From an optimization exercise on the open Yosys and OpenROAD flow, aimed at small area and few clock cycles per item; shortcuts taken in it are not production practice.
Function was checked by simulation only, so behaviour that the tests miss may differ from the original.
Power is estimated from default activity; no workload was simulated.

==> design.v <==
`timescale 1ns / 1ps
package sexl_pkg;
  localparam logic [1:0] OP_CHAR  = 2'd0;
  localparam logic [1:0] OP_FLUSH = 2'd1;
  localparam logic [1:0] OP_CLEAR = 2'd2;
  localparam logic [3:0] TOK_UINT   = 4'd0;
  localparam logic [3:0] TOK_INT    = 4'd1;
  localparam logic [3:0] TOK_FLOAT  = 4'd2;
  localparam logic [3:0] TOK_SYMBOL = 4'd3;
  localparam logic [3:0] TOK_STRING = 4'd4;
  localparam logic [3:0] TOK_LPAREN = 4'd5;
  localparam logic [3:0] TOK_RPAREN = 4'd6;
  localparam logic [3:0] TOK_LBRACK = 4'd7;
  localparam logic [3:0] TOK_RBRACK = 4'd8;
  localparam logic [3:0] TOK_QUOTE  = 4'd9;
  localparam logic KIND_TEXT   = 1'b0;
  localparam logic KIND_RECORD = 1'b1;
  localparam logic [2:0] NC_EMPTY = 3'd0;
  localparam logic [2:0] NC_SIGN  = 3'd1;
  localparam logic [2:0] NC_UDIG  = 3'd2;
  localparam logic [2:0] NC_DOT   = 3'd3;
  localparam logic [2:0] NC_FRAC  = 3'd4;
  localparam logic [2:0] NC_SYM   = 3'd5;
  localparam logic [2:0] NC_SDIG  = 3'd6;
  localparam logic [15:0] CH_NUL    = 16'h0000;
  localparam logic [15:0] CH_TAB    = 16'h0009;
  localparam logic [15:0] CH_NL     = 16'h000A;
  localparam logic [15:0] CH_SPACE  = 16'h0020;
  localparam logic [15:0] CH_DQUOTE = 16'h0022;
  localparam logic [15:0] CH_HASH   = 16'h0023;
  localparam logic [15:0] CH_SQUOTE = 16'h0027;
  localparam logic [15:0] CH_LPAREN = 16'h0028;
  localparam logic [15:0] CH_RPAREN = 16'h0029;
  localparam logic [15:0] CH_PLUS   = 16'h002B;
  localparam logic [15:0] CH_MINUS  = 16'h002D;
  localparam logic [15:0] CH_DOT    = 16'h002E;
  localparam logic [15:0] CH_ZERO   = 16'h0030;
  localparam logic [15:0] CH_NINE   = 16'h0039;
  localparam logic [15:0] CH_LBRACK = 16'h005B;
  localparam logic [15:0] CH_BSLASH = 16'h005C;
  localparam logic [15:0] CH_RBRACK = 16'h005D;
endpackage
`timescale 1ns / 1ps
import sexl_pkg::*;
module sexl_lexer
#(
  parameter bit DIRECT = 1'b0
) (
  input  logic        clk_i,
  input  logic        rst_ni,
  input  logic        item_v_i,
  input  logic [1:0]  op_i,
  input  logic [15:0] ch_i,
  output logic        item_take_o,
  output logic        item_ready_o,
  output logic        out_valid_o,
  input  logic        out_stall_i,
  output logic        kind_o,
  output logic [15:0] text_char_o,
  output logic [3:0]  token_type_o,
  output logic [19:0] line_number_o,
  output logic [15:0] column_o,
  output logic [15:0] length_o,
  output logic        last_o
);
  localparam logic [4:0] M_EMPTY = {2'b00, NC_EMPTY};
  localparam logic [4:0] M_CMT   = 5'b00111;
  localparam logic [4:0] M_STR   = 5'b10000;
  localparam logic [4:0] M_STRBS = 5'b10001;
  logic [19:0] line_q;
  logic [15:0] col_q;
  logic [15:0] len_q;
  logic [4:0]  mode_q;
  logic in_str, in_cmt, normal_st, pend, bslash, word_hit;
  logic [2:0] nc;
  assign in_str    = mode_q[4];
  assign pend      = !mode_q[4] && mode_q[3];
  assign in_cmt    = (mode_q == M_CMT);
  assign normal_st = !mode_q[4] && !mode_q[3] && (mode_q[2:0] != 3'b111);
  assign bslash    = mode_q[0];
  assign nc        = mode_q[2:0];
  assign word_hit  = normal_st && (nc != NC_EMPTY);
  logic is_char, is_flush, is_clear;
  logic c_nl, c_nul, c_dq, c_hash, c_bs, c_single, c_ws, c_digit, c_sign, c_dot, c_sep;
  logic [3:0] single_type;
  logic [2:0] single_sel;
  assign is_char  = (op_i == OP_CHAR);
  assign is_flush = (op_i == OP_FLUSH);
  assign is_clear = (op_i == OP_CLEAR);
  assign c_nl     = (ch_i == CH_NL);
  assign c_nul    = (ch_i == CH_NUL);
  assign c_dq     = (ch_i == CH_DQUOTE);
  assign c_hash   = (ch_i == CH_HASH);
  assign c_bs     = (ch_i == CH_BSLASH);
  assign c_single = (ch_i == CH_LPAREN) || (ch_i == CH_RPAREN) || (ch_i == CH_LBRACK) ||
                    (ch_i == CH_RBRACK) || (ch_i == CH_SQUOTE);
  assign c_ws     = c_nul || (ch_i == CH_TAB) || (ch_i == CH_SPACE);
  assign c_digit  = (ch_i >= CH_ZERO) && (ch_i <= CH_NINE);
  assign c_sign   = (ch_i == CH_PLUS) || (ch_i == CH_MINUS);
  assign c_dot    = (ch_i == CH_DOT);
  assign c_sep    = c_hash || c_dq || c_single || c_nl || c_ws;
  assign single_sel = pend ? mode_q[2:0] : ch_i[2:0];
  always_comb begin
    case (single_sel)
      CH_LPAREN[2:0]: single_type = TOK_LPAREN;
      CH_RPAREN[2:0]: single_type = TOK_RPAREN;
      CH_LBRACK[2:0]: single_type = TOK_LBRACK;
      CH_RBRACK[2:0]: single_type = TOK_RBRACK;
      default:        single_type = TOK_QUOTE;
    endcase
  end
  logic normal, str_end, r_text, r_word, r_str, r_single, r_any, two;
  assign normal   = is_char && normal_st;
  assign str_end  = c_dq && !bslash;
  assign r_text   = is_char && (in_str ? !str_end && !c_nl : normal_st && !c_sep);
  assign r_str    = is_char && in_str && str_end;
  assign r_word   = word_hit && (is_flush || (is_char && c_sep));
  assign r_single = normal && c_single && !word_hit;
  assign two      = word_hit && is_char && c_single;
  assign r_any    = r_text || r_str || r_word || r_single;
  logic take, pop;
  assign item_ready_o = !pend && !(r_any && out_stall_i);
  assign take         = item_v_i && item_ready_o;
  assign item_take_o  = take;
  assign pop          = pend && !out_stall_i;
  if (DIRECT) begin : g_direct
    assign out_valid_o = pend || (item_v_i && r_any && !out_stall_i);
  end else begin : g_queued
    assign out_valid_o = pend || (item_v_i && r_any);
  end
  function automatic logic [19:0] inc20(input logic [19:0] a, input logic ci);
    for (int i = 0; i < 20; i++) begin
      inc20[i] = a[i] ^ (ci & ((a | (20'hFFFFF << i)) == 20'hFFFFF));
    end
  endfunction
  function automatic logic [15:0] inc16(input logic [15:0] a, input logic ci);
    for (int i = 0; i < 16; i++) begin
      inc16[i] = a[i] ^ (ci & ((a | (16'hFFFF << i)) == 16'hFFFF));
    end
  endfunction
  function automatic logic [15:0] sub16(input logic [15:0] a, input logic [15:0] b,
                                        input logic ci);
    logic [15:0] p, g, pp, gg;
    p  = a ^ ~b;
    g  = a & ~b;
    pp = p;
    gg = g;
    gg[0] = g[0] | (p[0] & ci);
    for (int l = 1; l <= 4; l++) begin
      for (int j = (1 << l) - 1; j < 16; j += (1 << l)) begin
        gg[j] = gg[j] | (pp[j] & gg[j - (1 << (l - 1))]);
        pp[j] = pp[j] & pp[j - (1 << (l - 1))];
      end
    end
    for (int l = 3; l >= 1; l--) begin
      for (int j = (1 << l) + (1 << (l - 1)) - 1; j < 16; j += (1 << l)) begin
        gg[j] = gg[j] | (pp[j] & gg[j - (1 << (l - 1))]);
        pp[j] = pp[j] & pp[j - (1 << (l - 1))];
      end
    end
    sub16 = p ^ {gg[14:0], ci};
  endfunction
  logic [15:0] rec_col;
  logic [3:0]  word_type;
  assign rec_col = sub16(col_q, len_q, !in_str);
  always_comb begin
    case (nc)
      NC_UDIG: word_type = TOK_UINT;
      NC_SDIG: word_type = TOK_INT;
      NC_FRAC: word_type = TOK_FLOAT;
      default: word_type = TOK_SYMBOL;
    endcase
  end
  logic show_text;
  assign show_text = !pend && r_text;
  assign kind_o        = !show_text;
  assign text_char_o   = show_text ? ch_i : 16'd0;
  assign token_type_o  = (pend || r_single) ? single_type :
                         r_str ? TOK_STRING :
                         r_word ? word_type : 4'd0;
  assign line_number_o = show_text ? 20'd0 : line_q;
  assign column_o      = show_text ? 16'd0 : rec_col;
  assign length_o      = show_text ? 16'd0 : len_q;
  assign last_o        = pend || !two;
  logic [2:0] nc_next;
  always_comb begin
    case (nc)
      NC_EMPTY: nc_next = c_sign ? NC_SIGN : c_digit ? NC_UDIG : NC_SYM;
      NC_SIGN:  nc_next = c_digit ? NC_SDIG : NC_SYM;
      NC_UDIG, NC_SDIG: nc_next = c_digit ? nc : c_dot ? NC_DOT : NC_SYM;
      NC_DOT, NC_FRAC:  nc_next = c_digit ? NC_FRAC : NC_SYM;
      default: nc_next = NC_SYM;
    endcase
  end
  logic nl_ev, line_rst, line_step, col_rst, col_step, len_rst, len_step;
  assign nl_ev     = is_char && (c_nl || (in_cmt && c_nul));
  assign line_rst  = take && is_clear;
  assign line_step = take && nl_ev;
  assign col_rst   = take && (is_clear || nl_ev);
  assign col_step  = pop || (take && is_char && !in_cmt && !c_nl &&
                             (in_str || !(c_hash || two)));
  assign len_rst   = take && (is_flush || r_str || (normal && c_sep));
  assign len_step  = take && r_text;
  logic [19:0] line_d;
  logic [15:0] col_d, len_d;
  logic [4:0]  mode_d;
  assign line_d = line_rst ? 20'd1 : inc20(line_q, line_step);
  assign col_d  = col_rst ? 16'd1 : inc16(col_q, col_step);
  assign len_d  = len_rst ? 16'd0 : inc16(len_q, len_step);
  always_comb begin
    mode_d = mode_q;
    if (pend) begin
      if (pop) mode_d = M_EMPTY;
    end else if (take) begin
      if (is_flush) begin
        mode_d = M_EMPTY;
      end else if (is_char) begin
        if (in_cmt) begin
          if (c_nl || c_nul) mode_d = M_EMPTY;
        end else if (in_str) begin
          if (str_end) mode_d = M_EMPTY;
          else if (c_nl) mode_d = M_STR;
          else mode_d = c_bs ? M_STRBS : M_STR;
        end else if (c_hash) begin
          mode_d = M_CMT;
        end else if (c_dq) begin
          mode_d = M_STR;
        end else if (two) begin
          mode_d = {2'b01, ch_i[2:0]};
        end else if (c_sep) begin
          mode_d = M_EMPTY;
        end else begin
          mode_d = {2'b00, nc_next};
        end
      end
    end
  end
  always_ff @(posedge clk_i or negedge rst_ni) begin
    if (!rst_ni) begin
      line_q <= 20'd1;
      col_q  <= 16'd1;
      len_q  <= '0;
      mode_q <= M_EMPTY;
    end else begin
      line_q <= line_d;
      col_q  <= col_d;
      len_q  <= len_d;
      mode_q <= mode_d;
    end
  end
endmodule
`timescale 1ns / 1ps
import sexl_pkg::*;
module sexl_rqueue
#(
  parameter int unsigned DEPTH = 0
) (
  input  logic        clk_i,
  input  logic        rst_ni,
  input  logic        in_valid_i,
  output logic        in_stall_o,
  input  logic [1:0]  op_i,
  input  logic [15:0] ch_i,
  output logic        item_v_o,
  output logic [1:0]  op_o,
  output logic [15:0] ch_o,
  input  logic        item_take_i,
  input  logic        item_ready_i
);
  if (DEPTH == 0) begin : g_pass
    assign item_v_o   = in_valid_i;
    assign op_o       = op_i;
    assign ch_o       = ch_i;
    assign in_stall_o = !item_ready_i;
  end else begin : g_fifo
    localparam int unsigned PTR_W = (DEPTH > 1) ? $clog2(DEPTH) : 1;
    localparam int unsigned CNT_W = $clog2(DEPTH + 1);
    logic [17:0]      mem_q [DEPTH];
    logic [PTR_W-1:0] wr_q, rd_q;
    logic [CNT_W-1:0] cnt_q;
    logic             full, push;
    assign full       = (cnt_q == CNT_W'(DEPTH));
    assign in_stall_o = full && !item_take_i;
    assign push       = in_valid_i && !in_stall_o;
    assign item_v_o   = (cnt_q != '0);
    assign {op_o, ch_o} = mem_q[rd_q];
    always_ff @(posedge clk_i) begin
      if (push) mem_q[wr_q] <= {op_i, ch_i};
    end
    always_ff @(posedge clk_i or negedge rst_ni) begin
      if (!rst_ni) begin
        wr_q  <= '0;
        rd_q  <= '0;
        cnt_q <= '0;
      end else begin
        if (push) wr_q <= (wr_q == PTR_W'(DEPTH - 1)) ? '0 : wr_q + PTR_W'(1);
        if (item_take_i) rd_q <= (rd_q == PTR_W'(DEPTH - 1)) ? '0 : rd_q + PTR_W'(1);
        cnt_q <= cnt_q + CNT_W'(push) - CNT_W'(item_take_i);
      end
    end
  end
endmodule
`timescale 1ns / 1ps
import sexl_pkg::*;
module s_expression_tokenizer_core
#(
  parameter int unsigned LINE_BITS   = 20,
  parameter int unsigned COLUMN_BITS = 16,
  parameter int unsigned QDEPTH      = 0
) (
  input  logic        clk_i,
  input  logic        rst_ni,
  input  logic        in_valid_i,
  output logic        in_stall_o,
  input  logic [1:0]  op_i,
  input  logic [15:0] ch_i,
  output logic        out_valid_o,
  input  logic        out_stall_i,
  output logic        kind_o,
  output logic [15:0] text_char_o,
  output logic [3:0]  token_type_o,
  output logic [19:0] line_number_o,
  output logic [15:0] column_o,
  output logic [15:0] length_o,
  output logic        last_o
);
  logic        item_v, item_take, item_ready;
  logic [1:0]  item_op;
  logic [15:0] item_ch;
  sexl_rqueue #(
    .DEPTH(QDEPTH)
  ) u_queue (
    .clk_i       (clk_i),
    .rst_ni      (rst_ni),
    .in_valid_i  (in_valid_i),
    .in_stall_o  (in_stall_o),
    .op_i        (op_i),
    .ch_i        (ch_i),
    .item_v_o    (item_v),
    .op_o        (item_op),
    .ch_o        (item_ch),
    .item_take_i (item_take),
    .item_ready_i(item_ready)
  );
  sexl_lexer #(
    .DIRECT(QDEPTH == 0)
  ) u_lexer (
    .clk_i        (clk_i),
    .rst_ni       (rst_ni),
    .item_v_i     (item_v),
    .op_i         (item_op),
    .ch_i         (item_ch),
    .item_take_o  (item_take),
    .item_ready_o (item_ready),
    .out_valid_o  (out_valid_o),
    .out_stall_i  (out_stall_i),
    .kind_o       (kind_o),
    .text_char_o  (text_char_o),
    .token_type_o (token_type_o),
    .line_number_o(line_number_o),
    .column_o     (column_o),
    .length_o     (length_o),
    .last_o       (last_o)
  );
endmodule
==> flow/run.sh <==
#!/bin/bash
# The standard layout with three changes:
#  - synthesis maps with an area-only ABC script (flow/abc_area_map.script
#    in place of ORFS's abc_speed.script; nothing else in synthesis changes)
#  - plain buf_1 cells as the port buffers
#  - a clock tree of clkbuf_4 cells with no dummy loads
set -euo pipefail
here=$(pwd)
rm -rf "$here/orfs_scripts"
cp -r "$FLOW_HOME/scripts" "$here/orfs_scripts"
cp "$here/flow/abc_area_map.script" "$here/orfs_scripts/abc_speed.script"
export SCRIPTS_DIR="$here/orfs_scripts"
export BUFFER_PORTS_ARGS="-buffer_cell sky130_fd_sc_hd__buf_1"
export CTS_ARGS="-sink_clustering_enable -repair_clock_nets -dont_use_dummy_load -sink_clustering_size 30 -sink_clustering_max_diameter 100 -buf_list {sky130_fd_sc_hd__clkbuf_4}"
bash standard.sh > standard_flow.log 2>&1
==> flow/abc_area_map.script <==
strash
dch
map -a
topo
stime -c
==> standard.sh <==
#!/bin/bash
# synth_recipe.tcl (not shown) runs the flow's synth.tcl, then flattens the netlist and writes it again
# the make line also repeats each setting of config.mk as NAME=value (left out here)
make -C /OpenROAD-flow-scripts/flow DESIGN_CONFIG=/design/flow/config.mk WORK_HOME=/design/flow/orfs CLKGATE_MAP_FILE= SYNTH_SCRIPT=/design/flow/synth_recipe.tcl "${@:-finish}"
==> config.mk <==
export PLATFORM = sky130hd
export DESIGN_NAME = s_expression_tokenizer_core
export DESIGN_NICKNAME = s_expression_tokenizer_core
export VERILOG_FILES = /design/flow/design.v
export SDC_FILE = /design/flow/constraint.sdc
export NUM_CORES = 4
export LEC_CHECK = 0
export CAP_MARGIN = 20
export CORE_MARGIN = 2
export CORE_UTILIZATION = 40
export GPL_TIMING_DRIVEN = 0
export SLEW_MARGIN = 20
==> constraint.sdc <==
create_clock -name core_clock -period 5.0 [get_ports {clk_i}]
set_input_delay 1.0000 -clock core_clock [delete_from_list [all_inputs] [get_ports {clk_i}]]
set_output_delay 1.0000 -clock core_clock [all_outputs]
set_load 0.01 [all_outputs]
==> flow_summary.ini, run 1 <==
[detailed_routing]
firstDrtPassIters = 4
vias_per_cell = 4.86
met3_length_um = 415
postRouteAntennaNets = 0
wl_mm = 10.2
wl_per_cell_um = 12.2
top_layer = met4
num_vias = 4066
met1Wirelength_mm = 4.80
drc_errors = 0
wl_met2_mm = 4.88
drtIter0Drc = 217

[pwr]
switching_share_pct = 40.3
pwr-share-comb_pct = 47.2
irDropWorstVdd_v = 0.000181
power_frac_clock_pct = 16.2
pwr_density_cell_nw_per_um2 = 298
total_power_w = 0.00143
power_switching_w = 0.000575
intPower_w = 0.000852
seq_power_share_pct = 36.6
p_leak_nw = 1.95

[global_route]
grt_pass1_wl_mm = 17.5
grt_max_degree = 53
antenna_found_initial = 0
grt_overflow = 0
grt_pass1_vias = 3867
grt_use_total_pct = 19.3

[setup_path]
crit_path_cell_trace = clkinv_1 > fa_1 > clkinv_1 > fa_1 > a21o_2 > a21oi_2 > nor4_1 > nor2_1 > buf_4 > o31ai_2 > a21oi_1 > o21bai_2 > nand3_1 > nand2_1 > fa_1 > clkinv_1 > nor2_1 > buf_1
path_buf_inv = 5
critical_path_class = register to output pin
critPathSlowestCell = dfstp_2
cp.required_ps = 4000
worstSetupStartpointType = register
cp.arrival_ps = 3690
critPathTopFamily = adder cells
critPathMaxStageDelay_ps = 560
worstPathMaxFanout = 3
worstSetupEndpointType = output pin

[timing]
finalSetupViolCount = 0
whs_ps = 447
setup_tns_ps = 0
drv_slew = 0
rsz0062_at_grt = false
period_minus_slack_ps = 4690
finClkSkew_ps = 24.7
post-route-period-util_pct = 93.8
relSlewSlack_pct = 51.2
tightest_slew_ps = 732
fmax_mhz = 213
hold_viol_final = 0

[die]
num_io_pins = 98
die_area_um2 = 10900
die_h_um = 104
die_w_um = 104
initial_utilization_pct = 41.3
coreArea_um2 = 9770
row_count = 36

[synthesis]
async_flop_share_pct = 100
syn_inst = 590
ys_warn_count = 1
netlist-cell-type-count = 28
ys_seq_elements = 57
ys_seq_area_share_pct = 35.4
syn_area_per_cell_um2 = 6.85
synth_edf_count = 0
syn_nets = 636
syn_area_um2 = 4040
synth_flop_cell = dfrtp_1

[flow_run]
drv_cap = 0

[finish]
fin_nets = 751
drive_gt1_share_pct = 5.12
final_common_cell = nor2_1
most-common-layout-cells = nor2_1, clkinv_1, buf_1
finalNonFillerCells = 836
antenna_cells = 0
syn_to_final_growth_pct = 18.6

[clock_network]
clk_latency_ps = 390
cts_tree = yes
root_buffer = clkbuf_4
htree_levels = 3
cts_buffer_depth = 2
numCtsBuffers = 9
cts_hold_buf = 0
clkTransAtPathRegs_ps = 90
clock-sinks = 57

[placement]
dpl.hpwl_mm = 7.77
dp_cells = 822
port_buffers = 97
place.gp.congestion = 0.856

[worst_hold_path]
min_path_type = primary input to asynchronous set/reset pin

[status]
status = timing/DRC/antenna clean
-- synthesized netlist by cell type, drive strengths merged (2+ instances only) --
cell type	instances	area, um2
o31ai	3	22.5
o21ai	44	220
dfstp	2	52.6
a21oi	23	115
a22oi	2	15.0
xnor2	9	78.8
nand2	43	161
o22ai	2	12.5
fa	9	180
o32ai	2	17.5
nor3b	2	15.0
or2	2	12.5
nand4	6	37.5
nor2	167	627
nand3	12	60.1
nor3	46	230
clkinv	127	477
ha	15	188
xor2	3	26.3
nor4	9	56.3
dfrtp	55	1380
-- what timing repair did --
action                                  in CTS  in global routing
hold endpoints to repair                     0                  0
setup buffers                                0                  4
gates cloned                                 1                  0
pin swaps                                    1                  2
endpoints found under the setup margin      71                 89
resized for setup                            5                 12
-- stage by stage --
| stage | area [um2] | utilization, % | setup WS (ps) |
|---|---|---|---|
| final | 4790 | 49.0 | 311 |
| after global routing | 4790 | 49.0 | 48.9 |
| after CTS | 4700 | 48.1 | 24.7 |
| after detailed placement | 4610 | 47.2 | -929 |
| after global placement | 4570 | 46.7 | -1110 |
| after floorplan | 4040 | - | 191 |
-- power groups by stage --
stage,clock network [W],logic (W),registers [W]
global route,0.000265,0.000765,0.000526
global placement,0,0.000637,0.000530
finish,0.000231,0.000674,0.000522
CTS,0.000247,0.000658,0.000522
detailed placement,0,0.000651,0.000531
floorplan,0,0.000465,0.000523
-- flip-flops by register name, indices dropped and copies added (netlist names) --
name and cells:
u_lexer.len_q 16, u_lexer.col_q 16, u_lexer.mode_q 5, u_lexer.line_q 20
-- path summary, 6_finish.rpt --
path | from | endpoint | slack (ps) | cells after the start
max | u_lexer.col_q[0]$_DFF_PN1_ | column_o[14] | 310 | 18
min | rst_ni | u_lexer.line_q[9]$_DFF_PN0_ | 450 | 1
max reg2reg | u_lexer.mode_q[0]$_DFFE_PN0P_ | u_lexer.len_q[14]$_DFF_PN0_ | 1360 | 20
min reg2reg | u_lexer.line_q[5]$_DFF_PN0_ | u_lexer.line_q[5]$_DFF_PN0_ | 550 | 2
max in group asynchronous | rst_ni | u_lexer.col_q[0]$_DFF_PN1_ | 3870 | 3
min in group core_clock | u_lexer.line_q[5]$_DFF_PN0_ | u_lexer.line_q[5]$_DFF_PN0_ | 550 | 2
-- per-layer routing --
layer / vias up / track usage (%)
met5: - / 0
met4: 0 / 4.73
met3: 6 / 3.63
met2: 96 / 33.0
met1: 1841 / 25.3
li1: 2123 / -
-- kinds of logic after synthesis --
kind of cell,share of synthesized area (%)
AO/OA/AOI/OAI,11.4
flip-flops,35.4
XOR/XNOR,2.60
AND/OR/NAND/NOR,29.7
buffers and inverters,11.8
adder cells (fa/ha/maj),9.11
-- final cells by class --
| type | count | area (um2) |
|---|---|---|
| fill | 1026 | 4990 |
| clock buffer | 9 | 67.6 |
| timing repair buffer | 103 | 435 |
| multi-input combinational | 407 | 2200 |
| sequential | 57 | 1430 |
| inverter | 127 | 484 |
| tap | 133 | 166 |
-- worst reg2reg max path, stage by stage, from the launching register on --
cell      delay, ps
dfrtp_1         440
clkinv_1        180
nor2_1          170
nand2_1         100
nand3_1         170
clkinv_1        120
nand2_1         110
nor2_1           50
o21ai_0         140
nand3_1         160
nand2_1         120
nand3_2         160
nor2_4          180
clkinv_1        180
nor4_4          220
nand2_1         140
nor2_1          200
nand2_1         150
nor3_2          220
nand2_1         140
nor3b_1         160
Testbench counts, summed over its fixed seeds: cycles 40,481, items 32,013.
==> inputs of run 2 (changes only) <==
==> flow/abc_area_map.script (replaced) <==
&get -n
&st
&dch
&nf -R 200
&put
topo
stime -c
==> flow_summary.ini, run 2 <==
[synthesis]
ys_warn_count = 1
ys_top_cells_by_area = dfrtp_1, and2_0, nor2_1, ha_1, fa_1
synth_top_area_share_pct = 35.2
syn_area_per_cell_um2 = 8.12
netlist-cell-type-count = 38
synth_edf_count = 0
async_flop_share_pct = 100
syn_nets = 527
synth_commonest_cells = nor2_1, dfrtp_1, and2_0, nand2_1, a21oi_1
ys_seq_area_share_pct = 36.6
syn_area_um2 = 3910
ys_seq_elements = 57
yosysTopAreaCell = dfrtp_1
synth_flop_cell = dfrtp_1
syn_inst = 481
synth_most_common_cell = nor2_1

[global_route]
antenna_found_initial = 0
grt_pass1_wl_mm = 16.4
grt_max_degree = 34
grt_pass1_vias = 3437
grt_overflow = 0
grt_use_total_pct = 19.5

[timing]
relSlewSlack_pct = 55.0
hold_viol_final = 0
fmax_mhz = 211
rsz0062_at_grt = true
tightest_slew_ps = 675
drv_slew = 0
worst_slack_ps = 260
whs_ps = 483
period_minus_slack_ps = 4740
finClkSkew_ps = 25.9
finalSetupViolCount = 0
setup_tns_ps = 0
post-route-period-util_pct = 94.8

[detailed_routing]
firstDrtPassIters = 5
postRouteAntennaNets = 0
wl_mm = 10.0
drtIter0Drc = 140
wl_per_cell_um = 13.8
drc_errors = 0
vias_per_cell = 5.24
num_vias = 3823

[placement]
place.gp.congestion = 0.879
dpl.hpwl_mm = 7.38
port_buffers = 97
place_ws_ps = -1120
placed_area_um2 = 4510

[setup_path]
worstPathMaxFanout = 33
worstSetupStartpointType = primary input
cp.required_ps = 5230
cp.arrival_ps = 4970
critical_path_class = primary input to register
worstSetupEndpointType = register

[die]
num_io_pins = 98
row_count = 36
coreArea_um2 = 9640
die_h_um = 103
initial_utilization_pct = 40.5
die_w_um = 103
die_area_um2 = 10600

[clock_network]
htree_levels = 3
root_buffer = clkbuf_4
clock-sinks = 57
clk_latency_ps = 390
cts_buffer_depth = 2
cts_tree = yes
numCtsBuffers = 9
clkTransAtPathRegs_ps = 100
cts_hold_buf = 0

[finish]
drive_gt1_share_pct = 7.87
largest_reg_flops = 20
syn_to_final_growth_pct = 21.9
largest-register = u_lexer.line_q
utilization_pct = 49.4
most-common-layout-cells = buf_1, nor2_1, dfrtp_1
fillerInstances = 971
design_area_um2 = 4760
reg_top3 = u_lexer.line_q x20, u_lexer.col_q x16, u_lexer.len_q x16
fin_nets = 645
antenna_cells = 0
final_common_cell = buf_1

[pwr]
pwr_density_cell_nw_per_um2 = 315
p_leak_nw = 1.94
irDropWorstVdd_v = 0.000225

[flow_run]
drv_cap = 0

[worst_hold_path]
min_path_type = register to register

[status]
status = timing/DRC/antenna clean
[run 2: path summary, 6_finish.rpt]
| path | endpoint | slack [ps] | from | depth (start not counted) |
|---|---|---|---|---|
| min in group asynchronous | u_lexer.mode_q[2]$_DFFE_PN0P_ | 650 | rst_ni | 1 |
| min reg2reg | u_lexer.line_q[19]$_DFF_PN0_ | 480 | u_lexer.line_q[19]$_DFF_PN0_ | 1 |
| max in group asynchronous | u_lexer.line_q[0]$_DFF_PN1_ | 3670 | rst_ni | 2 |
| max | u_lexer.col_q[15]$_DFF_PN0_ | 260 | ch_i[4] | 19 |
| max reg2reg | u_lexer.col_q[15]$_DFF_PN0_ | 1020 | u_lexer.mode_q[0]$_DFFE_PN0P_ | 16 |
| min | u_lexer.line_q[19]$_DFF_PN0_ | 480 | u_lexer.line_q[19]$_DFF_PN0_ | 1 |
[run 2: through the flow]
step / std cells / total power [W]
3_3_place_gp: 711 / 0.00117
2_1_floorplan: 481 / 0.000987
4_1_cts: 726 / 0.00147
6_report: 730 / 0.00150
3_5_place_dp: 715 / 0.00119
5_1_grt: 730 / 0.00165
[run 2: cell families (layout without fill, tap and decap cells)]
logic type | after synthesis | count (layout) | synth area share (%)
xor gates and xnor gates | 13 | 13 | 2.91
and+or+nand+nor | 270 | 270 | 34.2
muxes | 2 | 2 | 0.545
buffers and inverters | 25 | 141 | 2.40
adders and majority gates | 24 | 24 | 9.42
AOI/OAI and AO/OA | 90 | 90 | 14.0
DFF | 57 | 57 | 36.6
[run 2: critical path, cell delays in order]
cell and delay (ps):
buf_1 160, nor4_4 370, or3b_1 390, a21oi_1 160, nor3_1 80, a31oi_1 240
a211oi_4 80, buf_6 160, clkinv_4 190, nand4_1 170, a21oi_2 210, nand2_1 170
o32a_1 420, nor4_4 250, and2_1 250, and3_1 260, and3_1 210, xnor2_1 130
nor2_1 60
[run 2: area by class of cell]
type	instances	area (um2)	share of cell area (%)
Multi-Input combinational cell	399	2530	53.2
Inverter	25	98.8	2.08
Clock buffer	9	67.6	1.42
Tap cell	133	166	3.49
Sequential cell	57	1430	30.0
Timing Repair Buffer	107	467	9.80
[run 2: power by group]
| group | switching (W) | internal [W] |
|---|---|---|
| registers | 0.0000407 | 0.000491 |
| clock network | 0.000145 | 0.0000836 |
| logic | 0.000401 | 0.000340 |
[run 2: layer usage]
metal  vias to the layer above  part of all wire (%)  track usage, %
met3                         5                   4.6            3.32
li1                       1925                     -               -
met4                         0                  0.58            4.86
met1                      1806                    46            26.4
met2                        87                    49            32.7
met5                         -                     0               0
[run 2: repair_timing]
item / 4_1_cts / 5_1_grt
setup endpoints to repair: 39 / 44
pin swaps: 4 / 7
gates resized for setup: 24 / 10
setup buffers: 2 / 4
==> inputs of run 3 (changes only) <==
==> flow/abc_area_map.script (replaced) <==
&get -n
&st
&dch
&nf -R 100
&put
topo
stime -c
==> flow_summary.ini, run 3 <==
[clock_network]
cts_buffer_depth = 2
htree_levels = 3
clock-sinks = 57
cts_tree = yes
numCtsBuffers = 9
clkTransAtPathRegs_ps = 100
clk_latency_ps = 380
root_buffer = clkbuf_4

[finish]
most-common-layout-cells = buf_1, nor2_1, dfrtp_1
reg_top3 = u_lexer.line_q x20, u_lexer.col_q x16, u_lexer.len_q x16
seq_area_um2 = 1430
largest-register = u_lexer.line_q
final_common_cell = buf_1
syn_to_final_growth_pct = 21.8
largest_reg_flops = 20
drive_gt1_share_pct = 7.55
antenna_cells = 0
design_area_um2 = 4760
fillerInstances = 974
fin_nets = 644
utilization_pct = 49.3
multi_input_area_um2 = 2520

[synthesis]
async_flop_share_pct = 100
yosysTopAreaCell = dfrtp_1
syn_inst = 480
ys_seq_elements = 57
ys_warn_count = 1
netlist-cell-type-count = 38
synth_edf_count = 0
ys_top_cells_by_area = dfrtp_1, and2_0, nor2_1, ha_1, fa_1
synth_flop_cell = dfrtp_1
syn_area_per_cell_um2 = 8.14
synth_top_area_share_pct = 35.2
ys_seq_area_share_pct = 36.6
syn_area_um2 = 3900
syn_nets = 526
synth_commonest_cells = nor2_1, dfrtp_1, and2_0, nand2_1, a21oi_1
synth_most_common_cell = nor2_1

[detailed_routing]
vias_per_cell = 5.30
met1Wirelength_mm = 4.65
wl_met2_mm = 4.89
postRouteAntennaNets = 0
wl_per_cell_um = 13.8
firstDrtPassIters = 6
drc_errors = 0
top_layer = met4
drtIter0Drc = 190
num_vias = 3861
wl_mm = 10.1
met3_length_um = 423

[global_route]
grt_max_degree = 34
grt_pass1_wl_mm = 15.9
antenna_found_initial = 0
grt_use_total_pct = 19.0
grt_overflow = 0
grt_pass1_vias = 3413

[die]
num_io_pins = 98
row_count = 36
coreArea_um2 = 9640
initial_utilization_pct = 40.5
die_w_um = 103
die_h_um = 103
die_area_um2 = 10600

[placement]
port_buffers = 97
dpl.hpwl_mm = 7.40
place.gp.congestion = 0.859
placed_area_um2 = 4510

[timing]
period_minus_slack_ps = 4770
relSlewSlack_pct = 55.3
fmax_mhz = 210
tightest_slew_ps = 670
hold_viol_final = 0
rsz0062_at_grt = true
finalSetupViolCount = 0
setup_tns_ps = 0
drv_slew = 0
finClkSkew_ps = 31.6
post-route-period-util_pct = 95.4

[setup_path]
critPathSlowestCell = o32a_1
reg2reg_slack_ps = 1070
critical_path_class = primary input to register
crit_path_cell_trace = buf_1 > nor4_4 > or3b_1 > a21oi_1 > nor3_1 > a31oi_1 > a211oi_4 > buf_6 > clkinv_8 > nand4_1 > a21oi_2 > nand2_1 > o32a_1 > nor4_4 > and2_1 > and3_1 > and3_1 > xnor2_1 > nor2_1
worstPathMaxFanout = 33
worstSetupEndpointType = register
cp.required_ps = 5230
cp.arrival_ps = 5000
critPathMaxStageDelay_ps = 420
worstSetupStartpointType = primary input
path_buf_inv = 3
critPathTopFamily = simple AND/OR/NAND/NOR gates

[pwr]
irDropWorstVdd_v = 0.000222
seq_power_share_pct = 35.6
pwr_density_cell_nw_per_um2 = 315
switching_share_pct = 39.1
p_leak_nw = 1.93
pwr-share-comb_pct = 49.2
power_frac_clock_pct = 15.3
power_switching_w = 0.000587
intPower_w = 0.000913

[flow_run]
drv_cap = 0

[worst_hold_path]
min_path_type = register to register

[status]
status = timing/DRC/antenna clean
## run 3: layer usage
metal | up-vias | global-route usage [%]
met5 | - | 0
met3 | 9 | 2.92
met1 | 1830 | 25.8
met2 | 101 | 32.1
li1 | 1921 | -
met4 | 0 | 4.96
## run 3: path summary, 6_finish.rpt
| check | end | from | cells past startpoint |
|---|---|---|---|
| setup / recovery | u_lexer.col_q[15]$_DFF_PN0_ | ch_i[6] | 19 |
| hold / removal | u_lexer.line_q[19]$_DFF_PN0_ | u_lexer.line_q[19]$_DFF_PN0_ | 1 |
| setup reg to reg | u_lexer.col_q[15]$_DFF_PN0_ | u_lexer.mode_q[0]$_DFFE_PN0P_ | 16 |
| hold reg to reg | u_lexer.line_q[19]$_DFF_PN0_ | u_lexer.line_q[19]$_DFF_PN0_ | 1 |
| max in group asynchronous | u_lexer.col_q[0]$_DFF_PN1_ | rst_ni | 2 |
| min in group asynchronous | u_lexer.line_q[7]$_DFF_PN0_ | rst_ni | 1 |
## run 3: worst reg2reg max path, cell delays in order, from the launching register on
cell and delay [ps]:
dfrtp_1 560, nand3_1 180, and2_0 200, a31oi_1 300, a211oi_4 80, buf_6 170
clkinv_8 130, nand4_1 150, a21oi_2 240, nand2_1 180, o32a_1 420, nor4_4 250
and2_1 260, and3_1 270, and3_1 220, xnor2_1 120, nor2_1 60
## run 3: area by class of cell
| class | count | area share, % |
|---|---|---|
| Tap cell | 133 | 3.50 |
| Clock buffer | 9 | 1.42 |
| Sequential cell | 57 | 30.1 |
| Multi-Input combinational cell | 398 | 52.9 |
| Inverter | 25 | 2.24 |
| Timing Repair Buffer | 107 | 9.81 |
## run 3: power by group through the flow
| stage | sequential [W] | combinational, W | clock (W) |
|---|---|---|---|
| 2_1_floorplan | 0.000532 | 0.000456 | 0 |
| 3_3_place_gp | 0.000544 | 0.000626 | 0 |
| 3_5_place_dp | 0.000547 | 0.000642 | 0 |
| 4_1_cts | 0.000534 | 0.000694 | 0.000240 |
| 5_1_grt | 0.000540 | 0.000844 | 0.000257 |
| 6_report | 0.000533 | 0.000737 | 0.000229 |
## run 3: kinds of logic after synthesis
group	synth area share [%]
AOI/OAI and AO/OA	14.0
xor gates and xnor gates	2.92
adders and majority gates	9.42
buffers and inverters	2.40
DFF	36.6
muxes	0.545
and+or+nand+nor	34.2
## run 3: through the flow
stage	total power, W	instances	hold WS, ps	setup slack (ps)
floorplan	0.000988	480	441	86.3
global placement	0.00117	710	461	-1440
detailed placement	0.00119	714	470	-1120
CTS	0.00147	725	488	37.6
global route	0.00164	729	507	-100
finish	0.00150	729	481	229
## run 3: repair_timing
action,4_1_cts,5_1_grt
hold buffers,0,0
setup buffers,2,4
pin swaps,4,7
setup endpoints to repair,37,24
gates resized for setup,23,8
==> inputs of run 4 (changes only) <==
==> flow/abc_area_map.script (replaced) <==
&get -n
&st
&dch
&nf -R 1000
&put
topo
stime -c
==> flow_summary.ini, run 4 <==
[clock_network]
cts_buffer_depth = 2
cts_tree = yes
clock-sinks = 57
htree_levels = 3
numCtsBuffers = 9
root_buffer = clkbuf_4
clkTransAtPathRegs_ps = 100
clk_latency_ps = 390

[synthesis]
ys_warn_count = 1
async_flop_share_pct = 100
netlist-cell-type-count = 38
ys_seq_elements = 57
ys_top_cells_by_area = dfrtp_1, and2_0, nor2_1, ha_1, fa_1
synth_top_area_share_pct = 35.2
ys_seq_area_share_pct = 36.6
syn_area_um2 = 3910
synth_edf_count = 0
syn_nets = 527
syn_inst = 481
synth_most_common_cell = nor2_1
synth_flop_cell = dfrtp_1
yosysTopAreaCell = dfrtp_1
synth_commonest_cells = nor2_1, dfrtp_1, and2_0, nand2_1, a21oi_1
syn_area_per_cell_um2 = 8.12

[setup_path]
worstPathMaxFanout = 33
critical_path_class = primary input to register
worst_r2r_path_depth = 16
worstSetupEndpointType = register
reg2reg_slack_ps = 1020
worstSetupStartpointType = primary input
cp.required_ps = 5230
critPathMaxStageDelay_ps = 420
reg2reg_from = u_lexer.mode_q[0]$_DFFE_PN0P_
crit_path_cell_trace = buf_1 > nor4_4 > or3b_1 > a21oi_1 > nor3_1 > a31oi_1 > a211oi_4 > buf_6 > clkinv_4 > nand4_1 > a21oi_2 > nand2_1 > o32a_1 > nor4_4 > and2_1 > and3_1 > and3_1 > xnor2_1 > nor2_1
r2r-end = u_lexer.col_q[15]$_DFF_PN0_
critPathSlowestCell = o32a_1
cp.arrival_ps = 4970

[finish]
final_common_cell = buf_1
largest_reg_flops = 20
syn_to_final_growth_pct = 21.9
utilization_pct = 49.4
largest-register = u_lexer.line_q
drive_gt1_share_pct = 7.87
fin_nets = 645
most-common-layout-cells = buf_1, nor2_1, dfrtp_1
antenna_cells = 0
reg_top3 = u_lexer.line_q x20, u_lexer.col_q x16, u_lexer.len_q x16
finalNonFillerCells = 730

[placement]
place_ws_ps = -1120
port_buffers = 97
dpl.hpwl_mm = 7.38
dp_cells = 715
place.gp.congestion = 0.879

[detailed_routing]
postRouteAntennaNets = 0
drc_errors = 0
num_vias = 3823
wl_mm = 10.0
vias_per_cell = 5.24
wl_per_cell_um = 13.8
drtIter0Drc = 140
firstDrtPassIters = 5

[pwr]
p_leak_nw = 1.94
irDropWorstVdd_v = 0.000225
pwr_density_cell_nw_per_um2 = 315

[global_route]
use_met2_pct = 32.7
grt_overflow = 0
top_usage_layer = met2
antenna_found_initial = 0
grt_pass1_vias = 3437
gr-usage-met3_pct = 3.32
met1_usage_pct = 26.4
grt_max_degree = 34
grt_use_total_pct = 19.5
grt_pass1_wl_mm = 16.4

[status]
status = timing/DRC/antenna clean

[worst_hold_path]
min_from = u_lexer.line_q[19]$_DFF_PN0_
min_path_cells = 1
hold_end = u_lexer.line_q[19]$_DFF_PN0_
min_path_type = register to register

[timing]
fmax_mhz = 211
finalSetupViolCount = 0
rsz0062_at_grt = true
finClkSkew_ps = 25.9
period_minus_slack_ps = 4740
setup_tns_ps = 0
post-route-period-util_pct = 94.8
tightest_slew_ps = 675
hold_viol_final = 0
worst_slack_ps = 260
drv_slew = 0
relSlewSlack_pct = 55.0

[die]
initial_utilization_pct = 40.5
coreArea_um2 = 9640
die_h_um = 103
num_io_pins = 98
row_count = 36
die_w_um = 103
die_area_um2 = 10600

[flow_run]
drv_cap = 0
run 4: changes by cell type in the layout (fill, tap and decap cells not counted), sizes merged:
cell / before / now
and2: 50 / 49
and3: 15 / 14
nand2: 41 / 42
nor2: 80 / 81
nor4: 6 / 7
run 4: cells by family (layout without fill, tap and decap cells):
| kind of cell | Yosys count | count (layout) | share of synthesized area, % |
|---|---|---|---|
| XOR/XNOR | 13 | 13 | 2.91 |
| flip-flops | 57 | 57 | 36.6 |
| adder cells (fa/ha/maj) | 24 | 24 | 9.42 |
| AO/OA/AOI/OAI | 90 | 90 | 14.0 |
| buffers and inverters | 25 | 141 | 2.40 |
| AND/OR/NAND/NOR | 270 | 270 | 34.2 |
| multiplexers | 2 | 2 | 0.545 |
run 4: cell type report:
| type | instances | area (um2) |
|---|---|---|
| Clock buffer | 9 | 67.6 |
| Fill cell | 971 | 4880 |
| Inverter | 25 | 98.8 |
| Multi-Input combinational cell | 399 | 2530 |
| Sequential cell | 57 | 1430 |
| Tap cell | 133 | 166 |
| Timing Repair Buffer | 107 | 467 |
run 4: worst max-delay path, delay by kind of cell:
family | cells | cell delay [ps]
XOR/XNOR | 1 | 130
AND/OR/NAND/NOR | 10 | 2210
AO/OA/AOI/OAI | 5 | 1110
buffers and inverters | 3 | 510
run 4: what timing repair did:
action	in CTS	in global routing
setup endpoints to repair	39	44
gates resized for setup	24	10
hold endpoints to repair	0	0
pin swaps	4	7
setup buffers	2	4
hold buffers	0	0
run 4: worst max-delay path by stage:
stage                                     startpoint                           to  slack, ps  cells past startpoint
after floorplan                              ch_i[9]  u_lexer.col_q[15]$_DFF_PN0_         80                     18
after global placement                       ch_i[2]  u_lexer.len_q[15]$_DFF_PN0_      -1480                     15
after detailed placement                    ch_i[13]  u_lexer.col_q[15]$_DFF_PN0_      -1120                     20
after CTS                 u_lexer.col_q[0]$_DFF_PN1_                 column_o[15]         20                     18
after global routing                        ch_i[13]  u_lexer.col_q[15]$_DFF_PN0_       -140                     20
final                                        ch_i[4]  u_lexer.col_q[15]$_DFF_PN0_        260                     19
run 4: per-layer routing:
metal	share of wire, %	vias up
met1	46	1806
met2	49	87
met4	0.58	0
met5	0	-
met3	4.6	5
li1	-	1925
run 4: power breakdown:
part / switching (W) / leakage [nW] / internal (W)
Sequential: 0.0000407 / 0.777 / 0.000491
Clock: 0.000145 / 0.0414 / 0.0000836
Combinational: 0.000401 / 1.12 / 0.000340
Total: 0.000587 / 1.94 / 0.000915
run 4: per-stage QoR:
stage               total power (W)  cell area, um2  hold slack [ps]
floorplan                  0.000987            3920              441
global placement            0.00117            4450              461
detailed placement          0.00119            4510              471
finish                      0.00150            4760              483
global route                0.00165            4760              514
CTS                         0.00147            4700              486
==> inputs of run 5 (changes only) <==
==> flow/abc_area_map.script (replaced) <==
&get -n
&st
&dch -f
&nf -R 1000 -p
&put
topo
stime -c
==> flow_summary.ini, run 5 <==
[status]
status = timing/DRC/antenna clean

[synthesis]
synth_flop_cell = dfrtp_1
synth_most_common_cell = nor2_1
syn_inst = 477
synth_commonest_cells = nor2_1, dfrtp_1, and2_0, a21oi_1, nor3_1
syn_nets = 523
synth_top_area_share_pct = 35.1
ys_top_cells_by_area = dfrtp_1, nor2_1, and2_0, ha_1, fa_1
ys_seq_elements = 57
netlist-cell-type-count = 42
async_flop_share_pct = 100
synth_edf_count = 0
ys_warn_count = 1
yosysTopAreaCell = dfrtp_1
ys_seq_area_share_pct = 36.4
syn_area_per_cell_um2 = 8.23
syn_area_um2 = 3920

[finish]
syn_to_final_growth_pct = 23.2
fin_nets = 649
largest-register = u_lexer.line_q
reg_top3 = u_lexer.line_q x20, u_lexer.col_q x16, u_lexer.len_q x16
antenna_cells = 0
most-common-layout-cells = buf_1, nor2_1, dfrtp_1
largest_reg_flops = 20
drive_gt1_share_pct = 9.32
final_common_cell = buf_1

[clock_network]
htree_levels = 3
cts_hold_buf = 0
clk_latency_ps = 410
numCtsBuffers = 9
clock-sinks = 57
cts_tree = yes
clkTransAtPathRegs_ps = 100
cts_buffer_depth = 2
root_buffer = clkbuf_4

[worst_hold_path]
min_path_type = register to register
min_path_cells = 1
min_from = u_lexer.len_q[6]$_DFF_PN0_
hold_end = u_lexer.len_q[6]$_DFF_PN0_

[placement]
place.gp.congestion = 0.851
dpl.hpwl_mm = 7.23
port_buffers = 97

[die]
row_count = 36
die_area_um2 = 10600
coreArea_um2 = 9640
die_h_um = 103
initial_utilization_pct = 40.7
die_w_um = 103
num_io_pins = 98

[global_route]
antenna_found_initial = 0
grt_use_total_pct = 18.6
grt_overflow = 0
grt_pass1_vias = 3209
grt_pass1_wl_mm = 15.4
grt_max_degree = 40

[setup_path]
cp.required_ps = 5290
reg2reg_slack_ps = 1340
worstSetupStartpointType = primary input
worstPathMaxFanout = 18
cp.arrival_ps = 5070
worstSetupEndpointType = register
critical_path_class = primary input to register
r2r-end = u_lexer.col_q[15]$_DFF_PN0_
worst_r2r_path_depth = 15
reg2reg_from = u_lexer.mode_q[0]$_DFFE_PN0P_

[timing]
rsz0062_at_grt = false
finalSetupViolCount = 0
whs_ps = 509
relSlewSlack_pct = 50.0
fmax_mhz = 209
hold_viol_final = 0
post-route-period-util_pct = 95.6
finClkSkew_ps = 38.5
drv_slew = 0
tightest_slew_ps = 743
period_minus_slack_ps = 4780

[flow_run]
drv_cap = 0

[detailed_routing]
wl_per_cell_um = 14.1
postRouteAntennaNets = 0
vias_per_cell = 5.21
drc_errors = 0
drtIter0Drc = 114
wl_mm = 10.4
num_vias = 3826
firstDrtPassIters = 4

[pwr]
seq_power_share_pct = 31.6
p_leak_nw = 2.01
pwr-share-comb_pct = 56.0
power_frac_clock_pct = 12.4
intPower_w = 0.00102
power_switching_w = 0.000813
switching_share_pct = 44.4
irDropWorstVdd_v = 0.000242
total_power_w = 0.00183
pwr_density_cell_nw_per_um2 = 379
## run 5: worst max-delay path: stages
cell      delay [ps]
buf_1             80
or4_1            560
nor2_4           210
and4_2           300
a41oi_2          100
nand4_1          200
o21bai_1         170
and3_4           260
clkinv_8          90
nand4b_1         200
a21oi_4          240
nand2_4          140
o22a_2           290
nor4_4           330
and2_2           230
and3_1           250
and3_1           220
xnor2_1          130
nor2_1            50
## run 5: final cells by class
cell class	count	area, um2
fill	980	4810
multi-input combinational	400	2560
sequential	57	1430
timing repair buffer	112	500
tap	133	166
inverter	22	95.1
clock buffer	9	67.6
timing repair inverter	1	8.76
## run 5: how the worst max path moves through the flow
stage                        start                     endpoint  slack, ps  depth (start not counted)
after floorplan           ch_i[13]  u_lexer.len_q[15]$_DFF_PN0_        -30                         18
after global placement     ch_i[9]  u_lexer.len_q[15]$_DFF_PN0_      -1040                         19
after detailed placement   ch_i[9]  u_lexer.len_q[15]$_DFF_PN0_      -1040                         19
after CTS                 ch_i[13]  u_lexer.col_q[15]$_DFF_PN0_        0.5                         19
after global routing       ch_i[9]  u_lexer.col_q[15]$_DFF_PN0_       0.09                         19
final                     ch_i[13]  u_lexer.col_q[15]$_DFF_PN0_        220                         19
## run 5: what timing repair did
action / in CTS / in global routing
hold endpoints to repair: 0 / 0
pin swaps: 2 / 7
cloned: 0 / 3
buffers inserted: 3 / 9
setup endpoints to repair: 39 / 32
resized for setup: 17 / 15
## run 5: layer usage
layer / GRT usage [%] / vias up / routed length [um]
met5: 0 / - / 0
met4: 5.47 / 0 / 144
met3: 4.75 / 13 / 459
met2: 28.4 / 98 / 4780
met1: 26.2 / 1780 / 5000
li1: - / 1935 / -
## run 5: stage by stage
step	TNS (ps)	setup WS (ps)	instance area [um2]	cells	util [%]
after floorplan	-32.5	-29.9	3950	477	-
after global placement	-35990	-1040	4480	707	46.5
after detailed placement	-27760	-1040	4540	710	47.1
after CTS	0	0.466	4690	722	48.6
after global routing	0	0.0910	4830	734	50.1
final	0	219	4830	734	50.1
## run 5: logic make-up after synthesis
family	share of synthesized area, %
flops	36.4
compound gates	13.1
buf+inv	2.10
fa+ha+maj	9.37
mux	0.542
simple gates	34.7
xor+xnor	3.79
## run 5: power groups by stage
stage          Sequential, W  Clock [W]  Combinational [W]
2_1_floorplan       0.000569          0           0.000648
3_3_place_gp        0.000589          0           0.000901
3_5_place_dp        0.000590          0           0.000916
4_1_cts             0.000579   0.000238           0.000958
5_1_grt             0.000589   0.000261            0.00116
6_report            0.000579   0.000227            0.00103
==> inputs of run 6 (changes only) <==
--- a/flow/run.sh
+++ b/flow/run.sh
@@ -2,3 +2,3 @@
 # The standard layout with three changes:
-#  - synthesis maps with an area-only ABC script (flow/abc_area_map.script
+#  - synthesis maps with an area-oriented ABC script (amap) (flow/abc_area_map.script
 #    in place of ORFS's abc_speed.script; nothing else in synthesis changes)
==> flow/abc_area_map.script (replaced) <==
strash
dch
amap
topo
stime -c
==> flow_summary.ini, run 6 <==
[detailed_routing]
top_layer = met4
met1Wirelength_mm = 4.58
met3_length_um = 448
num_vias = 3914
drtIter0Drc = 121
drc_errors = 0
wl_per_cell_um = 13.1
wl_met2_mm = 4.85
wl_mm = 10.0
vias_per_cell = 5.10
firstDrtPassIters = 5
postRouteAntennaNets = 0

[clock_network]
clock-sinks = 57
htree_levels = 3
numCtsBuffers = 9
clk_latency_ps = 410
cts_tree = yes
root_buffer = clkbuf_4
cts_hold_buf = 0
cts_buffer_depth = 2
clkTransAtPathRegs_ps = 90

[synthesis]
synth_edf_count = 0
synth_top_family_by_area = simple AND/OR/NAND/NOR gates
syn_area_per_cell_um2 = 7.51
ys_seq_area_share_pct = 36.9
muxShareOfSynthArea_pct = 0
synth_top_area_share_pct = 35.6
async_flop_share_pct = 100
netlist-cell-type-count = 37
synth_flop_cell = dfrtp_1
synth-compound-area-share_pct = 14.6
syn_inst = 515
synth_most_common_cell = nor2_1
synth_xor_area_share_pct = 0
synthAdderAreaFrac_pct = 9.51
synthSimpleGateAreaFrac_pct = 30.5
ys_warn_count = 1
yosysTopAreaCell = dfrtp_1
ys_top_cells_by_area = dfrtp_1, nor2_1, clkinv_1, a211oi_1, ha_1
synth_commonest_cells = nor2_1, clkinv_1, dfrtp_1, nor3_1, nand2_1
syn_area_um2 = 3870
syn_nets = 561
ys_seq_elements = 57

[finish]
largest-register = u_lexer.line_q
reg_top3 = u_lexer.line_q x20, u_lexer.col_q x16, u_lexer.len_q x16
multi_input_area_um2 = 2320
seq_area_um2 = 1430
antenna_cells = 0
fillerInstances = 927
drive_gt1_share_pct = 10.8
syn_to_final_growth_pct = 25.6
most-common-layout-cells = nor2_1, buf_1, clkinv_1
design_area_um2 = 4860
largest_reg_flops = 20
fin_nets = 686
final_common_cell = nor2_1

[global_route]
grt_max_degree = 53
grt_pass1_vias = 3512
grt_pass1_wl_mm = 16.6
antenna_found_initial = 0
grt_use_total_pct = 20.2
grt_overflow = 0

[pwr]
total_power_w = 0.00153
p_leak_nw = 1.94
switching_share_pct = 40.5
pwr-share-comb_pct = 49.3
power_frac_clock_pct = 15.4
seq_power_share_pct = 35.4
power_switching_w = 0.000618
irDropWorstVdd_v = 0.000164
pwr_density_cell_nw_per_um2 = 315
intPower_w = 0.000910

[timing]
tightest_slew_ps = 717
finalSetupViolCount = 0
whs_ps = 470
finClkSkew_ps = 40.8
post-route-period-util_pct = 94.1
period_minus_slack_ps = 4710
fmax_mhz = 213
hold_viol_final = 0
drv_slew = 0
relSlewSlack_pct = 52.1

[die]
row_count = 35
die_area_um2 = 10500
initial_utilization_pct = 41.5
coreArea_um2 = 9330
die_h_um = 102
die_w_um = 102
num_io_pins = 98

[setup_path]
worstSetupStartpointType = register
crit_path_cell_trace = clkinv_1 > fa_1 > clkinv_1 > fa_2 > a21o_1 > a21oi_2 > o21ai_2 > a21o_1 > a21oi_2 > o21ai_2 > a21oi_2 > o21bai_2 > nand3_1 > nand2_1 > fa_1 > clkinv_1 > nor2_1 > a211oi_1 > buf_2
critPathSlowestCell = fa_1
worstPathMaxFanout = 4
critPathMaxStageDelay_ps = 420
critical_path_class = register to output pin
cp.required_ps = 4000
cp.arrival_ps = 3710
worstSetupEndpointType = output pin

[status]
status = timing/DRC/antenna clean

[placement]
placed_area_um2 = 4540
dpl.hpwl_mm = 7.48
port_buffers = 97
place.gp.congestion = 0.911

[flow_run]
drv_cap = 0

[worst_hold_path]
min_path_type = register to register
-- run 6: changes by cell type after synthesis, sizes merged, moves of 7 or more --
cell,before,now
a21oi,34,18
clkinv,22,87
nor2,84,133
a211oi,8,25
nand2b,7,0
and2,49,2
nor2b,7,15
xnor2,12,0
and3,17,3
o21ai,21,12
-- run 6: cell families (layout without fill, tap and decap cells) --
| group | count (synthesis) | after routing |
|---|---|---|
| compound gates | 84 | 85 |
| simple gates | 263 | 263 |
| fa+ha+maj | 24 | 24 |
| buf+inv | 87 | 209 |
| flops | 57 | 57 |
-- run 6: power by group through the flow --
| stage | Clock [W] | Sequential, W | Combinational (W) |
|---|---|---|---|
| 3_5_place_dp | 0 | 0.000549 | 0.000662 |
| 6_report | 0.000235 | 0.000541 | 0.000752 |
| 5_1_grt | 0.000268 | 0.000546 | 0.000855 |
| 4_1_cts | 0.000245 | 0.000539 | 0.000722 |
| 3_3_place_gp | 0 | 0.000548 | 0.000640 |
| 2_1_floorplan | 0 | 0.000536 | 0.000462 |
-- run 6: final timing paths --
check	endpoint	startpoint	cells past startpoint	slack (ps)
min reg2reg	u_lexer.line_q[19]$_DFF_PN0_	u_lexer.line_q[19]$_DFF_PN0_	1	470
min in group asynchronous	u_lexer.len_q[8]$_DFF_PN0_	rst_ni	1	520
max in group asynchronous	u_lexer.line_q[0]$_DFF_PN1_	rst_ni	2	3890
max	column_o[15]	u_lexer.col_q[0]$_DFF_PN1_	19	290
max reg2reg	u_lexer.line_q[19]$_DFF_PN0_	u_lexer.mode_q[4]$_DFFE_PN0P_	20	1480
min	u_lexer.line_q[19]$_DFF_PN0_	u_lexer.line_q[19]$_DFF_PN0_	1	470
-- run 6: layout make-up --
type	count	share of cell area [%]
Sequential cell	57	29.5
Multi-Input combinational cell	372	47.8
Clock buffer	9	1.39
Inverter	87	7.03
Timing Repair Buffer	113	10.9
Tap cell	129	3.32
-- run 6: worst max-delay path, delay by kind of cell (launching register included) --
kind	cells	cell delay [ps]
AOI/OAI and AO/OA	9	1390
adders and majority gates	3	950
buffers and inverters	4	350
DFF	1	400
and+or+nand+nor	3	220
-- run 6: what timing repair did --
action | 4_1_cts | 5_1_grt
gates cloned | 1 | 0
setup endpoints to repair | 83 | 61
gates resized for setup | 22 | 19
buffers inserted | 10 | 3
pin swaps | 6 | 8
-- run 6: per-layer routing --
layer  vias up  global-route usage (%)
met5         -                       0
met4         0                    5.95
met3        10                    4.51
met2        99                    33.2
met1      1797                    26.8
li1       2008                       -
-- run 6: through the flow --
| stage | util, % | TNS [ps] | worst slack (ps) | instances |
|---|---|---|---|---|
| finish | 52.1 | 0 | 295 | 767 |
| global route | 52.1 | -35.0 | -35.0 | 767 |
| CTS | 51.2 | 0 | 20.7 | 764 |
| detailed placement | 48.7 | -54820 | -1080 | 744 |
| global placement | 47.8 | -70000 | -1120 | 741 |
| floorplan | - | 0 | 17.3 | 515 |
==> inputs of run 7 (changes only) <==
--- a/flow/run.sh
+++ b/flow/run.sh
@@ -2,3 +2,3 @@
 # The standard layout with three changes:
-#  - synthesis maps with an area-oriented ABC script (amap) (flow/abc_area_map.script
+#  - synthesis maps with an area-oriented ABC script (&nf with the delay relaxed) (flow/abc_area_map.script
 #    in place of ORFS's abc_speed.script; nothing else in synthesis changes)
==> flow/abc_area_map.script (replaced) <==
&get -n
&st
&dch
&nf -R 50
&put
topo
stime -c
==> flow_summary.ini, run 7 <==
[synthesis]
synth_top_area_share_pct = 35.1
syn_area_per_cell_um2 = 8.28
ys_seq_elements = 57
synth_flop_cell = dfrtp_1
synth_most_common_cell = nor2_1
syn_inst = 474
synth_commonest_cells = nor2_1, dfrtp_1, and2_0, a21oi_1, nand2_1
ys_top_cells_by_area = dfrtp_1, and2_0, nor2_1, ha_1, fa_1
yosysTopAreaCell = dfrtp_1
ys_seq_area_share_pct = 36.4
async_flop_share_pct = 100
synth_edf_count = 0
netlist-cell-type-count = 40
ys_warn_count = 1
syn_area_um2 = 3920
syn_nets = 520

[timing]
period_minus_slack_ps = 4770
tightest_slew_ps = 841
post-route-period-util_pct = 95.3
finalSetupViolCount = 0
finClkSkew_ps = 20.3
hold_viol_final = 0
fmax_mhz = 210
relSlewSlack_pct = 43.9
drv_slew = 0
worst_slack_ps = 235

[setup_path]
critical_path_class = primary input to output pin
worstSetupEndpointType = output pin
worstSetupStartpointType = primary input
reg2reg_slack_ps = 1550
cp.required_ps = 4000
worstPathMaxFanout = 33
cp.arrival_ps = 3770

[finish]
largest-register = u_lexer.line_q
reg_top3 = u_lexer.line_q x20, u_lexer.col_q x16, u_lexer.len_q x16
syn_to_final_growth_pct = 21.8
fin_nets = 638
utilization_pct = 49.6
drive_gt1_share_pct = 8.98
largest_reg_flops = 20
final_common_cell = buf_1
fillerInstances = 1000
most-common-layout-cells = buf_1, nor2_1, dfrtp_1
antenna_cells = 0

[global_route]
antenna_found_initial = 0
grt_pass1_wl_mm = 16.3
grt_use_total_pct = 19.4
grt_pass1_vias = 3387
grt_overflow = 0
grt_max_degree = 34

[clock_network]
cts_buffer_depth = 2
cts_hold_buf = 0
clock-sinks = 57
clkTransAtPathRegs_ps = 100
clk_latency_ps = 400
root_buffer = clkbuf_4
cts_tree = yes
numCtsBuffers = 9
htree_levels = 3

[placement]
dpl.hpwl_mm = 7.39
place_ws_ps = -577
place.gp.congestion = 0.848
port_buffers = 97

[detailed_routing]
num_vias = 3771
vias_per_cell = 5.22
firstDrtPassIters = 4
drtIter0Drc = 144
wl_per_cell_um = 13.6
postRouteAntennaNets = 0
drc_errors = 0
wl_mm = 9.84

[pwr]
pwr_density_cell_nw_per_um2 = 314
p_leak_nw = 1.95
irDropWorstVdd_v = 0.000307

[die]
row_count = 36
num_io_pins = 98
die_area_um2 = 10600
die_w_um = 103
die_h_um = 103
coreArea_um2 = 9640
initial_utilization_pct = 40.7

[worst_hold_path]
min_path_type = primary input to asynchronous set/reset pin

[status]
status = timing/DRC/antenna clean

[flow_run]
drv_cap = 0
[run 7: repair_timing]
action | in CTS | in global routing
buffers inserted | 4 | 1
pin swaps | 2 | 4
gates resized for setup | 8 | 11
setup endpoints to repair | 44 | 31
[run 7: layer usage]
metal,up-vias,routed length [um],GRT usage (%)
li1,1930,-,-
met1,1743,4830,27.4
met2,88,4450,30.0
met3,10,457,4.68
met4,0,97,5.16
met5,-,0,0
[run 7: kinds of logic after synthesis]
family	after synthesis	share of synthesized area, %
buffers and inverters	26	2.49
AND/OR/NAND/NOR	257	33.7
multiplexers	1	0.287
adder cells (fa/ha/maj)	24	9.38
AO/OA/AOI/OAI	96	14.8
XOR/XNOR	13	2.90
flip-flops	57	36.4
[run 7: power by group]
part	leakage [nW]	switching, W	internal [W]
Clock	0.0414	0.000156	0.0000836
Sequential	0.779	0.0000362	0.000492
Combinational	1.12	0.000408	0.000326
Total	1.95	0.000600	0.000902
[run 7: area by class of cell]
type                    count  area [um2]  share of cell area, %
multi-input cells         391        2520                   52.7
flip-flops and latches     57        1430                   30.0
repair buffers            107         494                   10.3
well taps                 133         166                   3.48
inverters                  26         103                   2.15
clock buffers               9        67.6                   1.41
[run 7: final timing paths]
path	depth (start not counted)	startpoint	to
min in group core_clock	1	u_lexer.line_q[19]$_DFF_PN0_	u_lexer.line_q[19]$_DFF_PN0_
max reg2reg	15	u_lexer.mode_q[0]$_DFFE_PN0P_	u_lexer.col_q[15]$_DFF_PN0_
min reg2reg	1	u_lexer.line_q[19]$_DFF_PN0_	u_lexer.line_q[19]$_DFF_PN0_
min	1	rst_ni	u_lexer.mode_q[2]$_DFFE_PN0P_
max in group asynchronous	3	rst_ni	u_lexer.col_q[0]$_DFF_PN1_
max	11	ch_i[3]	in_stall_o
[run 7: worst max-delay path, cell delays in order]
cell      delay (ps)
buf_1            180
nor4bb_1         190
and4_1           250
a31oi_2          280
or4b_4           540
o21a_1           220
a211oi_4         270
clkinv_4         270
a41o_1           320
nand2_1           60
buf_1            160
[run 7: metrics by stage]
stage	hold WS (ps)	total power [W]	cells	instance area, um2	TNS [ps]
after global placement	461	0.00118	704	4530	-103260
after global routing	478	0.00163	723	4780	-11.0
after detailed placement	458	0.00121	709	4630	-18560
after CTS	464	0.00149	722	4740	0
after floorplan	441	0.000985	474	4000	-26.7
final	476	0.00150	723	4780	0
==> inputs of run 8 (changes only) <==
==> flow/abc_area_map.script (replaced) <==
&get -n
&st
&dch
&nf -R 100
&put
topo
stime -c
==> flow_summary.ini, run 8 <==
[detailed_routing]
drc_errors = 0
vias_per_cell = 5.30
drtIter0Drc = 190
wl_per_cell_um = 13.8
num_vias = 3861
postRouteAntennaNets = 0
firstDrtPassIters = 6
wl_mm = 10.1

[die]
row_count = 36
die_area_um2 = 10600
die_w_um = 103
coreArea_um2 = 9640
die_h_um = 103
initial_utilization_pct = 40.5
num_io_pins = 98

[finish]
most-common-layout-cells = buf_1, nor2_1, dfrtp_1
syn_to_final_growth_pct = 21.8
final_common_cell = buf_1
largest-register = u_lexer.line_q
drive_gt1_share_pct = 7.55
finalNonFillerCells = 729
largest_reg_flops = 20
fin_nets = 644
antenna_cells = 0
reg_top3 = u_lexer.line_q x20, u_lexer.col_q x16, u_lexer.len_q x16
utilization_pct = 49.3

[timing]
post-route-period-util_pct = 95.4
period_minus_slack_ps = 4770
fmax_mhz = 210
drv_slew = 0
rsz0062_at_grt = true
finClkSkew_ps = 31.6
hold_viol_final = 0
relSlewSlack_pct = 55.3
finalSetupViolCount = 0
setup_tns_ps = 0
tightest_slew_ps = 670

[global_route]
grt_max_degree = 34
antenna_found_initial = 0
grt_use_total_pct = 19.0
grt_pass1_wl_mm = 15.9
grt_pass1_vias = 3413
grt_overflow = 0

[status]
status = timing/DRC/antenna clean

[setup_path]
reg2reg_from = u_lexer.mode_q[0]$_DFFE_PN0P_
reg2reg_slack_ps = 1070
critPathTopFamily = simple AND/OR/NAND/NOR gates
worstPathMaxFanout = 33
critical_path.startpoint = ch_i[6]
worstSetupStartpointType = primary input
path_buf_inv = 3
endpoint = u_lexer.col_q[15]$_DFF_PN0_
r2r-end = u_lexer.col_q[15]$_DFF_PN0_
critPathSlowestCell = o32a_1
cp.arrival_ps = 5000
crit_cells = 19
worst_r2r_path_depth = 16
crit_path_cell_trace = buf_1 > nor4_4 > or3b_1 > a21oi_1 > nor3_1 > a31oi_1 > a211oi_4 > buf_6 > clkinv_8 > nand4_1 > a21oi_2 > nand2_1 > o32a_1 > nor4_4 > and2_1 > and3_1 > and3_1 > xnor2_1 > nor2_1
critical_path_class = primary input to register
critPathMaxStageDelay_ps = 420
cp.required_ps = 5230
worstSetupEndpointType = register

[synthesis]
ys_seq_area_share_pct = 36.6
synth_most_common_cell = nor2_1
ys_seq_elements = 57
synth_edf_count = 0
ys_top_cells_by_area = dfrtp_1, and2_0, nor2_1, ha_1, fa_1
synth_commonest_cells = nor2_1, dfrtp_1, and2_0, nand2_1, a21oi_1
syn_area_per_cell_um2 = 8.14
synth_flop_cell = dfrtp_1
syn_inst = 480
async_flop_share_pct = 100
ys_warn_count = 1
yosysTopAreaCell = dfrtp_1
syn_area_um2 = 3900
netlist-cell-type-count = 38
synth_top_area_share_pct = 35.2
syn_nets = 526

[clock_network]
clock-sinks = 57
root_buffer = clkbuf_4
clk_latency_ps = 380
numCtsBuffers = 9
cts_hold_buf = 0
htree_levels = 3
clkTransAtPathRegs_ps = 100
cts_buffer_depth = 2
cts_tree = yes

[placement]
port_buffers = 97
dp_cells = 714
dpl.hpwl_mm = 7.40
place.gp.congestion = 0.859

[pwr]
power_frac_clock_pct = 15.3
power_switching_w = 0.000587
switching_share_pct = 39.1
p_leak_nw = 1.93
intPower_w = 0.000913
seq_power_share_pct = 35.6
total_power_w = 0.00150
irDropWorstVdd_v = 0.000222
pwr-share-comb_pct = 49.2
pwr_density_cell_nw_per_um2 = 315

[flow_run]
drv_cap = 0

[worst_hold_path]
min_path_type = register to register
-- run 8: how the worst min path moves through the flow --
stage / startpoint / end / slack, ps / depth (start not counted)
after floorplan: u_lexer.line_q[19]$_DFF_PN0_ / u_lexer.line_q[19]$_DFF_PN0_ / 440 / 1
after global placement: u_lexer.line_q[19]$_DFF_PN0_ / u_lexer.line_q[19]$_DFF_PN0_ / 460 / 1
after detailed placement: u_lexer.line_q[19]$_DFF_PN0_ / u_lexer.line_q[19]$_DFF_PN0_ / 470 / 1
after CTS: u_lexer.line_q[19]$_DFF_PN0_ / u_lexer.line_q[19]$_DFF_PN0_ / 490 / 1
after global routing: u_lexer.line_q[19]$_DFF_PN0_ / u_lexer.line_q[19]$_DFF_PN0_ / 510 / 1
final: u_lexer.line_q[19]$_DFF_PN0_ / u_lexer.line_q[19]$_DFF_PN0_ / 480 / 1
-- run 8: cell type report --
type                            count  area [um2]
Fill cell                         974        4880
Tap cell                          133         166
Multi-Input combinational cell    398        2520
Clock buffer                        9        67.6
Timing Repair Buffer              107         467
Sequential cell                    57        1430
Inverter                           25         106
-- run 8: metrics by stage --
step	hold slack, ps	area (um2)	setup WS [ps]
2_1_floorplan	441	3920	86.3
3_3_place_gp	461	4450	-1440
3_5_place_dp	470	4510	-1120
4_1_cts	488	4690	37.6
5_1_grt	507	4760	-100
6_report	481	4760	229
-- run 8: layer usage --
layer,vias to the layer above,part of all wire (%),global-route usage [%]
li1,1921,-,-
met1,1830,46,25.8
met2,101,49,32.1
met3,9,4.2,2.92
met4,0,0.92,4.96
met5,-,0,0
-- run 8: power by group through the flow --
stage	Combinational, W	Sequential (W)	Clock, W
finish	0.000737	0.000533	0.000229
detailed placement	0.000642	0.000547	0
global placement	0.000626	0.000544	0
CTS	0.000694	0.000534	0.000240
floorplan	0.000456	0.000532	0
global route	0.000844	0.000540	0.000257
-- run 8: what timing repair did --
action | in CTS | in global routing
pin swaps | 4 | 7
gates resized for setup | 23 | 8
endpoints found under the setup margin | 37 | 24
buffers inserted | 2 | 4
-- run 8: kinds of logic after synthesis --
family          count (synthesis)  share of synthesized area (%)
compound gates                 90                           14.0
xor+xnor                       13                           2.92
fa+ha+maj                      24                           9.42
buf+inv                        25                           2.40
flops                          57                           36.6
mux                             2                          0.545
simple gates                  269                           34.2
